Source: an optimization exercise on an open RTL-to-GDS flow (aim: a short achievable clock period and few clock cycles). Production flows keep margins and buffers that such runs may drop.
Only simulation tests tie the RTL to the original design; equivalence was not proved.
Power is estimated from default activity; no workload was simulated.

==> zinc <==
// mem_cache_top
module mem_cache_top (
    input  wire               ui_clk,
    input  wire               rst_n,
    input  wire               init_calib_complete,
    input  wire               cs,
    input  wire  [31:0]       host_addr,
    input  wire               host_lo,
    input  wire               host_hi,
    input  wire               host_we,
    input  wire  [15:0]       host_wdata,
    output logic [15:0]       rdata,
    output logic              busy,
    output logic              ready,
    output logic [27:0]       app_addr,
    output logic [2:0]        app_cmd,
    output logic              app_en,
    output logic [127:0]      app_wdf_data,
    output logic              app_wdf_wren,
    input  wire               app_rdy,
    input  wire               app_wdf_rdy,
    input  wire  [127:0]      app_rd_data,
    input  wire               app_rd_data_valid
);
    localparam int NB   = 16;    
    localparam int NBW  = 4;
    localparam int SQW  = 6;     
    localparam int AQ_D = 16;    
    localparam int AQ_W = 4;
    localparam int CQ_D = 8;     
    localparam int CQ_W = 3;
    localparam int PW_D = 8;     
    localparam int PW_W = 3;
    logic        calib_q;
    logic        busy_q;
    logic [1:0]  hq_cnt;
  ...
Settings: LEC_CHECK=0, CAP_MARGIN=20, CORE_MARGIN=2, CORE_UTILIZATION=40, SLEW_MARGIN=20; clock period 6.0 ns.
run.sh (not shown) runs the stock make flow with config.mk's settings and CLKGATE_MAP_FILE= SYNTH_SCRIPT=/design/flow/synth_recipe.tcl, a recipe that flattens the netlist after the stock synthesis.
==> garnet (differences from zinc) <==
- SETUP_SLACK_MARGIN: unset -> 2.5
- TNS_END_PERCENT: unset -> 5
==> results.txt <==
- zinc produced a layout that fails on negative setup slack. garnet ran to the end with no violations.
- In flip-flop and latch count, garnet and zinc do not differ.
- Of zinc and garnet, zinc has the higher sequential share of layout area (gap 1.4 points).
- Against zinc, the critical path depth of garnet is lower by 1.
- In zinc the first-iteration DRC count is lower than in garnet, by 1.7%.
- Against zinc, the total power of garnet is larger by about 3%.
- Register-to-register slack: zinc is lower than garnet (0.89 ns).
- In area after synthesis, garnet and zinc do not differ.
- Against zinc, the maximum frequency of garnet is higher by 17%.
- Of zinc and garnet, garnet has the higher via count (gap about 2.4%, measured against garnet).
- Between zinc and garnet, the lower global-route usage is in zinc (gap 0.64 points).
==> figures <==
| item | zinc | garnet |
|---|---|---|
| Count of buffers not belonging to the clock network in the layout | 1692 | 2097 |
| Number of setup violations in the final report | 4 | 0 |
| Post-CTS Setup Inserts | 0 | 197 |
| Maximum number of pins on one net before global-route repair | 165 | 169 |
| Worst Slack Setup Final | -0.00968 ns | 0.878 ns |
| Multi-input gate area | 108000 um2 | 110000 um2 |
| Met2 wire len | 475000 um | 494000 um |
| Global Route met2 Usage | 44.7% | 45.9% |
| Logic power comb | 63.5 mW | 67.9 mW |
| Endpoint of the worst-slack reg-to-reg timing path | ovl_d[3][32] | rdata_q[1] |
| Area grow syn2layout | 15.5% | 18.7% |
| Data arrival time at the worst-slack endpoint | 6.80 ns | 6.10 ns |
| Power per Cell Area | 460 nW/um2 | 462 nW/um2 |
| Fraction of the cycle the final worst path needs | 100% | 85.4% |
| Cell area after placement | 301000 um2 | 301000 um2 |
| Crit-path max FO | 20 | 45 |
| Part of the power in the clock network | 25.3% | 24.8% |
| Post-CTS resize count | 0 | 703 |
| Outcome | failed layout checks | timing/DRC/antenna clean |
| Layout check failures | negative setup slack | - |
| Clock buf/inv share | 6.11% | 6.01% |
| Final routed wirelength across all metal layers | 1060000 um | 1100000 um |
| Fraction of area in registers | 51.1% | 49.7% |
Testbench counts of zinc, summed over its fixed seeds: cycles 4,765.
Testbench counts of garnet, summed over its fixed seeds: cycles 4,765.


==> build 6 <==
==> flow/design.v <==
`timescale 1ns/1ps
`default_nettype none
package mem_cache_pkg;
    localparam int LINE_BYTES = 16;                
    localparam int APP_ADDR_W = 28;                
    localparam int LINE_W     = LINE_BYTES * 8;    
    typedef logic [LINE_W-1:0]     line_data_t;    
    typedef logic [APP_ADDR_W-1:0] line_addr_t;    
    typedef struct packed {
        logic [31:0] addr;     
        logic        lo;       
        logic        hi;       
        logic        we;       
        logic [15:0] wdata;    
    } host_req_t;
    typedef enum logic [2:0] {
        APP_CMD_WRITE = 3'd0,
        APP_CMD_READ  = 3'd1
    } app_cmd_e;
    typedef enum logic [3:0] {
        ST_START,          
        ST_IDLE,           
        ST_LOOKUP,         
        ST_EVICT_CHECK,    
        ST_WRITEBACK,      
        ST_FILL,           
        ST_RETURN          
    } cache_state_e;
    typedef struct packed {
        line_addr_t addr;
        app_cmd_e   cmd;
        logic       en;           
        line_data_t wdf_data;
        logic       wdf_wren;     
    } app_port_t;
    function automatic line_addr_t line_of(input logic [31:0] byte_addr);
        line_of = {byte_addr[28:4], 3'b000};
    endfunction
endpackage
`default_nettype wire
`timescale 1ns/1ps
`default_nettype none
module cache_ctrl
#(
    parameter int CACHE_LINES = 4,
    localparam int PTR_W = $clog2(CACHE_LINES)
) (
    input  wire               ui_clk,
    input  wire               rst_n,
    input  wire               init_calib_complete,
    input  wire               cs,
    input  wire mem_cache_pkg::host_req_t    host_req,
    output logic [15:0]       rdata,
    output logic              busy,
    output logic              ready,
    output logic [31:0]       lo_addr,
    output logic [31:0]       hi_addr,
    output logic              wr_lo,
    output logic              wr_hi,
    output logic [15:0]       wr_data,
    output logic              fill_en,
    output logic [PTR_W-1:0]  victim_ptr,
    input  wire               lo_hit,
    input  wire               hi_hit,
    input  wire [7:0]         lo_byte,
    input  wire [7:0]         hi_byte,
    input  wire               victim_valid,
    input  wire               victim_dirty,
    output logic              fetch_start,
    output logic              flush_start,
    output mem_cache_pkg::line_addr_t        miss_addr,       
    input  wire               op_done
);
    mem_cache_pkg::cache_state_e state;
    mem_cache_pkg::host_req_t    req;             
    logic         take_req;        
    logic         all_hit;         
    logic         lo_miss;
    logic         need_flush;      
    mem_cache_pkg::line_addr_t miss_q;    
    mem_cache_pkg::line_addr_t miss_now;
    assign take_req   = (state == mem_cache_pkg::ST_IDLE) && cs && !busy;
    assign lo_miss    = req.lo && !lo_hit;
    assign all_hit    = !lo_miss && (!req.hi || hi_hit);
    assign need_flush = victim_valid && victim_dirty;
    assign lo_addr = req.addr;
    assign hi_addr = req.addr + 32'd1;
    assign wr_data = req.wdata;
    assign miss_now  = lo_miss ? mem_cache_pkg::line_of(lo_addr) : mem_cache_pkg::line_of(hi_addr);
    assign miss_addr = (state == mem_cache_pkg::ST_LOOKUP) ? miss_now : miss_q;
    assign wr_lo = (state == mem_cache_pkg::ST_LOOKUP) && all_hit && req.we && req.lo;
    assign wr_hi = (state == mem_cache_pkg::ST_LOOKUP) && all_hit && req.we && req.hi;
    assign fill_en     = (state == mem_cache_pkg::ST_FILL) && op_done;    
    assign flush_start = (state == mem_cache_pkg::ST_LOOKUP) && !all_hit && need_flush;
    assign fetch_start = ((state == mem_cache_pkg::ST_LOOKUP) && !all_hit && !need_flush)
                       || ((state == mem_cache_pkg::ST_WRITEBACK) && op_done);    
    always_ff @(posedge ui_clk) begin
        if (!rst_n) begin
            state      <= mem_cache_pkg::ST_START;
            busy       <= 1'b1;                
            ready      <= 1'b0;
            victim_ptr <= '0;
        end else begin
            ready <= 1'b0;                     
            case (state)
                mem_cache_pkg::ST_START: begin
                    busy <= 1'b1;
                    if (init_calib_complete) begin
                        state <= mem_cache_pkg::ST_IDLE;
                    end
                end
                mem_cache_pkg::ST_IDLE: begin
                    busy <= 1'b0;              
                    if (take_req) begin
                        busy  <= 1'b1;
                        state <= mem_cache_pkg::ST_LOOKUP;
                    end
                end
                mem_cache_pkg::ST_LOOKUP: begin
                    if (all_hit) begin
                        ready <= 1'b1;             
                        busy  <= 1'b0;
                        state <= mem_cache_pkg::ST_IDLE;
                    end else begin
                        state <= need_flush ? mem_cache_pkg::ST_WRITEBACK : mem_cache_pkg::ST_FILL;
                    end
                end
                mem_cache_pkg::ST_EVICT_CHECK: begin
                    state <= need_flush ? mem_cache_pkg::ST_WRITEBACK : mem_cache_pkg::ST_FILL;
                end
                mem_cache_pkg::ST_WRITEBACK: begin
                    if (op_done) begin
                        state <= mem_cache_pkg::ST_FILL;      
                    end
                end
                mem_cache_pkg::ST_FILL: begin
                    if (op_done) begin
                        victim_ptr <= victim_ptr + 1'b1;    
                        state      <= mem_cache_pkg::ST_LOOKUP;            
                    end
                end
                mem_cache_pkg::ST_RETURN: begin
                    ready <= 1'b1;
                    state <= mem_cache_pkg::ST_IDLE;
                end
                default: state <= mem_cache_pkg::ST_START;
            endcase
        end
    end
    always_ff @(posedge ui_clk) begin
        if (take_req) begin
            req <= host_req;
        end
        if (state == mem_cache_pkg::ST_LOOKUP) begin
            if (all_hit) begin
                rdata <= {req.hi ? hi_byte : 8'h00, req.lo ? lo_byte : 8'h00};
            end else begin
                miss_q <= miss_now;
            end
        end
    end
endmodule
`default_nettype wire
`timescale 1ns/1ps
`default_nettype none
module line_store
#(
    parameter int CACHE_LINES = 4,
    localparam int PTR_W = $clog2(CACHE_LINES)
) (
    input  wire               ui_clk,
    input  wire               rst_n,
    input  wire [31:0]        lo_addr,
    input  wire [31:0]        hi_addr,
    input  wire               wr_lo,
    input  wire               wr_hi,
    input  wire [15:0]        wr_data,
    output logic              lo_hit,
    output logic              hi_hit,
    output logic [7:0]        lo_byte,
    output logic [7:0]        hi_byte,
    input  wire               fill_en,
    input  wire mem_cache_pkg::line_data_t   fill_data,
    input  wire               flush_done,
    input  wire [PTR_W-1:0]   victim_ptr,
    input  wire mem_cache_pkg::line_addr_t   miss_addr,
    output logic              victim_valid,
    output logic              victim_dirty,
    output mem_cache_pkg::line_addr_t        victim_addr,
    output mem_cache_pkg::line_data_t        victim_data
);
    logic [CACHE_LINES-1:0] line_valid;
    mem_cache_pkg::line_addr_t             line_tag   [CACHE_LINES];
    mem_cache_pkg::line_data_t             line_data  [CACHE_LINES];
    logic [mem_cache_pkg::LINE_BYTES-1:0]  line_dirty [CACHE_LINES];    
    logic [CACHE_LINES-1:0] lo_match;
    logic [CACHE_LINES-1:0] hi_match;
    logic [3:0]             lo_off;      
    logic [3:0]             hi_off;
    assign lo_off = lo_addr[3:0];
    assign hi_off = hi_addr[3:0];
    always_comb begin
        lo_hit  = 1'b0;
        hi_hit  = 1'b0;
        lo_byte = 8'h00;
        hi_byte = 8'h00;
        for (int i = 0; i < CACHE_LINES; i++) begin
            lo_match[i] = line_valid[i] && (line_tag[i] == mem_cache_pkg::line_of(lo_addr));
            hi_match[i] = line_valid[i] && (line_tag[i] == mem_cache_pkg::line_of(hi_addr));
            if (lo_match[i]) begin
                lo_hit  = 1'b1;
                lo_byte = line_data[i][{lo_off, 3'b000} +: 8];
            end
            if (hi_match[i]) begin
                hi_hit  = 1'b1;
                hi_byte = line_data[i][{hi_off, 3'b000} +: 8];
            end
        end
    end
    assign victim_valid = line_valid[victim_ptr];
    assign victim_dirty = |line_dirty[victim_ptr];
    assign victim_addr  = line_tag[victim_ptr];
    assign victim_data  = line_data[victim_ptr];
    always_ff @(posedge ui_clk) begin
        if (!rst_n) begin
            line_valid <= '0;
            for (int i = 0; i < CACHE_LINES; i++) begin
                line_dirty[i] <= '0;
            end
        end else begin
            for (int i = 0; i < CACHE_LINES; i++) begin
                if (wr_lo && lo_match[i]) line_dirty[i][lo_off] <= 1'b1;
                if (wr_hi && hi_match[i]) line_dirty[i][hi_off] <= 1'b1;
            end
            if (fill_en || flush_done) begin
                line_dirty[victim_ptr] <= '0;      
            end
            if (fill_en) begin
                line_valid[victim_ptr] <= 1'b1;
            end
        end
    end
    always_ff @(posedge ui_clk) begin
        for (int i = 0; i < CACHE_LINES; i++) begin
            if (wr_lo && lo_match[i]) line_data[i][{lo_off, 3'b000} +: 8] <= wr_data[7:0];
            if (wr_hi && hi_match[i]) line_data[i][{hi_off, 3'b000} +: 8] <= wr_data[15:8];
        end
        if (fill_en) begin
            line_tag[victim_ptr]  <= miss_addr;
            line_data[victim_ptr] <= fill_data;
        end
    end
endmodule
`default_nettype wire
`timescale 1ns/1ps
`default_nettype none
module app_cmd_seq
(
    input  wire               ui_clk,
    input  wire               rst_n,
    input  wire               fetch_start,
    input  wire               flush_start,
    input  wire mem_cache_pkg::line_addr_t   miss_addr,
    input  wire mem_cache_pkg::line_addr_t   victim_addr,
    input  wire mem_cache_pkg::line_data_t   victim_data,
    output logic              op_done,       
    output mem_cache_pkg::line_data_t        fill_data,     
    output mem_cache_pkg::app_port_t         app_out,
    input  wire               app_rdy,
    input  wire               app_wdf_rdy,
    input  wire mem_cache_pkg::line_data_t   app_rd_data,
    input  wire               app_rd_data_valid
);
    logic       cmd_en;        
    logic       data_en;       
    logic       flushing;
    logic       reading;
    logic       cmd_left;      
    logic       data_left;
    mem_cache_pkg::line_addr_t cmd_addr;
    mem_cache_pkg::app_cmd_e   cmd_kind;
    mem_cache_pkg::line_data_t wr_line;
    assign cmd_left  = cmd_en && !app_rdy;
    assign data_left = data_en && !app_wdf_rdy;
    assign app_out.addr     = cmd_addr;
    assign app_out.cmd      = cmd_kind;
    assign app_out.en       = cmd_en;
    assign app_out.wdf_data = wr_line;
    assign app_out.wdf_wren = data_en;
    always_ff @(posedge ui_clk) begin
        if (!rst_n) begin
            cmd_en   <= 1'b0;
            data_en  <= 1'b0;
            flushing <= 1'b0;
            reading  <= 1'b0;
            op_done  <= 1'b0;
        end else begin
            op_done <= 1'b0;
            cmd_en  <= cmd_left;                   
            data_en <= data_left;
            if (flushing && !cmd_left && !data_left) begin
                flushing <= 1'b0;                  
                op_done  <= 1'b1;
            end
            if (reading && app_rd_data_valid) begin
                reading <= 1'b0;                   
                op_done <= 1'b1;
            end
            if (flush_start) begin
                cmd_en   <= 1'b1;
                data_en  <= 1'b1;
                flushing <= 1'b1;
            end
            if (fetch_start) begin
                cmd_en  <= 1'b1;
                reading <= 1'b1;
            end
        end
    end
    always_ff @(posedge ui_clk) begin
        if (flush_start) begin
            cmd_addr <= victim_addr;
            cmd_kind <= mem_cache_pkg::APP_CMD_WRITE;
            wr_line  <= victim_data;
        end
        if (fetch_start) begin
            cmd_addr <= miss_addr;
            cmd_kind <= mem_cache_pkg::APP_CMD_READ;
        end
        if (reading && app_rd_data_valid) fill_data <= app_rd_data;
    end
endmodule
`default_nettype wire
`timescale 1ns/1ps
`default_nettype none
module mem_cache_top #(
    parameter int CACHE_LINES = 4                   
) (
    input  wire               ui_clk,
    input  wire               rst_n,
    input  wire               init_calib_complete,
    input  wire               cs,                   
    input  wire  [31:0]       host_addr,            
    input  wire               host_lo,              
    input  wire               host_hi,              
    input  wire               host_we,              
    input  wire  [15:0]       host_wdata,           
    output logic [15:0]       rdata,
    output logic              busy,
    output logic              ready,
    output logic [27:0]       app_addr,
    output logic [2:0]        app_cmd,
    output logic              app_en,
    output logic [127:0]      app_wdf_data,
    output logic              app_wdf_wren,
    input  wire               app_rdy,
    input  wire               app_wdf_rdy,
    input  wire  [127:0]      app_rd_data,
    input  wire               app_rd_data_valid
);
    localparam int PTR_W = $clog2(CACHE_LINES);
    mem_cache_pkg::host_req_t        host_req;        
    mem_cache_pkg::app_port_t        app_out;
    logic [31:0]      lo_addr;         
    logic [31:0]      hi_addr;
    logic             wr_lo;
    logic             wr_hi;
    logic [15:0]      wr_data;
    logic             fill_en;
    logic [PTR_W-1:0] victim_ptr;      
    logic             fetch_start;
    logic             flush_start;
    mem_cache_pkg::line_addr_t       miss_addr;
    logic             lo_hit;
    logic             hi_hit;
    logic [7:0]       lo_byte;
    logic [7:0]       hi_byte;
    logic             victim_valid;
    logic             victim_dirty;
    mem_cache_pkg::line_addr_t       victim_addr;
    mem_cache_pkg::line_data_t       victim_data;
    logic             op_done;         
    mem_cache_pkg::line_data_t       fill_data;
    assign host_req.addr  = host_addr;
    assign host_req.lo    = host_lo;
    assign host_req.hi    = host_hi;
    assign host_req.we    = host_we;
    assign host_req.wdata = host_wdata;
    assign app_addr     = app_out.addr;
    assign app_cmd      = app_out.cmd;
    assign app_en       = app_out.en;
    assign app_wdf_data = app_out.wdf_data;
    assign app_wdf_wren = app_out.wdf_wren;
    cache_ctrl #(.CACHE_LINES(CACHE_LINES)) u_ctrl (
        .ui_clk, .rst_n, .init_calib_complete, .cs, .host_req,
        .rdata, .busy, .ready,
        .lo_addr, .hi_addr, .wr_lo, .wr_hi, .wr_data, .fill_en, .victim_ptr,
        .lo_hit, .hi_hit, .lo_byte, .hi_byte, .victim_valid, .victim_dirty,
        .fetch_start, .flush_start, .miss_addr, .op_done
    );
    line_store #(.CACHE_LINES(CACHE_LINES)) u_store (
        .ui_clk, .rst_n,
        .lo_addr, .hi_addr, .wr_lo, .wr_hi, .wr_data,
        .lo_hit, .hi_hit, .lo_byte, .hi_byte,
        .fill_en, .fill_data,
        .flush_done (op_done),         
        .victim_ptr, .miss_addr,
        .victim_valid, .victim_dirty, .victim_addr, .victim_data
    );
    app_cmd_seq u_seq (
        .ui_clk, .rst_n,
        .fetch_start, .flush_start, .miss_addr, .victim_addr, .victim_data,
        .op_done, .fill_data,
        .app_out, .app_rdy, .app_wdf_rdy, .app_rd_data, .app_rd_data_valid
    );
endmodule
`default_nettype wire
==> flow/run.sh <==
#!/bin/bash
# synth_recipe.tcl (not shown) runs the flow's synth.tcl, then flattens the netlist and writes it again
# the make line also repeats each setting of config.mk as NAME=value (left out here)
make -C /OpenROAD-flow-scripts/flow DESIGN_CONFIG=/design/flow/config.mk WORK_HOME=/design/flow/orfs CLKGATE_MAP_FILE= SYNTH_SCRIPT=/design/flow/synth_recipe.tcl finish
==> flow/config.mk <==
export PLATFORM = sky130hd
export DESIGN_NAME = mem_cache_top
export DESIGN_NICKNAME = mem_cache_top
export VERILOG_FILES = /design/flow/design.v
export SDC_FILE = /design/flow/constraint.sdc
export NUM_CORES = 4
export LEC_CHECK = 0
export CAP_MARGIN = 20
export CORE_MARGIN = 2
export CORE_UTILIZATION = 40
export SLEW_MARGIN = 20
==> flow/constraint.sdc <==
create_clock -name core_clock -period 6.0 [get_ports {ui_clk}]
set_input_delay 1.2000 -clock core_clock [delete_from_list [all_inputs] [get_ports {ui_clk}]]
set_output_delay 1.2000 -clock core_clock [all_outputs]
set_load 0.01 [all_outputs]
==> trial 98 (differences from build 6) <==
--- a/flow/design.v
+++ b/flow/design.v
@@ -70,3 +70,3 @@
     output logic              flush_start,
-    output mem_cache_pkg::line_addr_t        miss_addr,       
+    output mem_cache_pkg::line_addr_t        miss_addr,
     input  wire               op_done
@@ -79,4 +79,2 @@
     logic         need_flush;      
-    mem_cache_pkg::line_addr_t miss_q;    
-    mem_cache_pkg::line_addr_t miss_now;
     assign take_req   = (state == mem_cache_pkg::ST_IDLE) && cs && !busy;
@@ -88,4 +86,2 @@
     assign wr_data = req.wdata;
-    assign miss_now  = lo_miss ? mem_cache_pkg::line_of(lo_addr) : mem_cache_pkg::line_of(hi_addr);
-    assign miss_addr = (state == mem_cache_pkg::ST_LOOKUP) ? miss_now : miss_q;
     assign wr_lo = (state == mem_cache_pkg::ST_LOOKUP) && all_hit && req.we && req.lo;
@@ -93,4 +89,4 @@
     assign fill_en     = (state == mem_cache_pkg::ST_FILL) && op_done;    
-    assign flush_start = (state == mem_cache_pkg::ST_LOOKUP) && !all_hit && need_flush;
-    assign fetch_start = ((state == mem_cache_pkg::ST_LOOKUP) && !all_hit && !need_flush)
+    assign flush_start = (state == mem_cache_pkg::ST_EVICT_CHECK) && need_flush;
+    assign fetch_start = ((state == mem_cache_pkg::ST_EVICT_CHECK) && !need_flush)
                        || ((state == mem_cache_pkg::ST_WRITEBACK) && op_done);    
@@ -119,9 +115,3 @@
                 mem_cache_pkg::ST_LOOKUP: begin
-                    if (all_hit) begin
-                        ready <= 1'b1;             
-                        busy  <= 1'b0;
-                        state <= mem_cache_pkg::ST_IDLE;
-                    end else begin
-                        state <= need_flush ? mem_cache_pkg::ST_WRITEBACK : mem_cache_pkg::ST_FILL;
-                    end
+                    state <= all_hit ? mem_cache_pkg::ST_RETURN : mem_cache_pkg::ST_EVICT_CHECK;
                 end
@@ -157,3 +147,3 @@
             end else begin
-                miss_q <= miss_now;
+                miss_addr <= lo_miss ? mem_cache_pkg::line_of(lo_addr) : mem_cache_pkg::line_of(hi_addr);
             end
==> summary of the runs <==
In trial 98 the non-clock buffer count is lower than in build 6, by 6. Between build 6 and trial 98, the lower clock skew is in build 6 (gap 17 ps). Between trial 98 and build 6, the lower first-iteration DRC count is in build 6 (gap about 2%, measured against build 6). Against build 6, the synthesized area of trial 98 is smaller by 1.2%. Via count: trial 98 is lower than build 6 (3.0%). Of build 6 and trial 98, build 6 has the higher total power (gap about 5%, measured against trial 98). In trial 98 the sequential power is lower than in build 6, by about 2%. Register-to-register slack is about the same in build 6 and trial 98.
==> figures <==
|  | build 6 | trial 98 |
|---|---|---|
| Result of the run | complete, no violations | complete, no violations |
| Int Power | 13200 µW | 12900 µW |
| Syn_area_per_cell | 12.5 µm² | 12.7 µm² |
| Multi-input gate share of the layout cell area | 39.7% | 39.6% |
| Max-slew headroom | 22.5% | 21.3% |
| Total number of vias | 49900 | 48400 |
| Clock group | 7920 µW | 7990 µW |
| Share of the clock period used by the worst path | 90.7% | 90.8% |
| Flop pwr share | 47.4% | 48.8% |
| Chip Height | 400 µm | 397 µm |
| DR vias/cell | 6.64 | 6.59 |
| XOR/XNOR share of the synthesized area | 2.75% | 3.07% |
| Met2 routed wirelength | 131 mm | 120 mm |
| Final hold slack | 448 ps | 466 ps |
| Utilization after layout | 47.6% | 47.3% |
| Met2 usage | 55.0% | 51.3% |
| Leak Pwr | 0.0239 µW | 0.0252 µW |
Testbench counts of build 6, summed over its fixed seeds: cycles 39,410.
Testbench counts of trial 98, summed over its fixed seeds: cycles 50,020.

-- port drivers added, routing unchanged --
The results above use ideal ports. As a check the final layouts listed here were re-extracted and re-timed, cells and wires unchanged. Step 1, drivers: a clkbuf_16 drives ui_clk and a buf_2 each remaining input, both assumed. Step 2 moves the port delays by t, midway between the first and last clock arrival at a register: inputs arrive t later, outputs are due t later. That takes back most of the time a late clock gives input paths. Three values: ideal, step 1, step 2; two values: the first two.
| run | t (ns) | setup slack, ns | worst setup path after step 2 |
|---|---|---|---|
| zinc | 1.248 | -0.010 / -0.010 / -0.010 | register to register |
| garnet | 1.228 | 0.878 / 0.878 / 0.878 | register to register |
| build 6 | 0.871 | 0.558 / 0.558 / 0.558 | register to register |
| trial 98 | 0.881 | 0.550 / 0.550 / 0.550 | register to register |
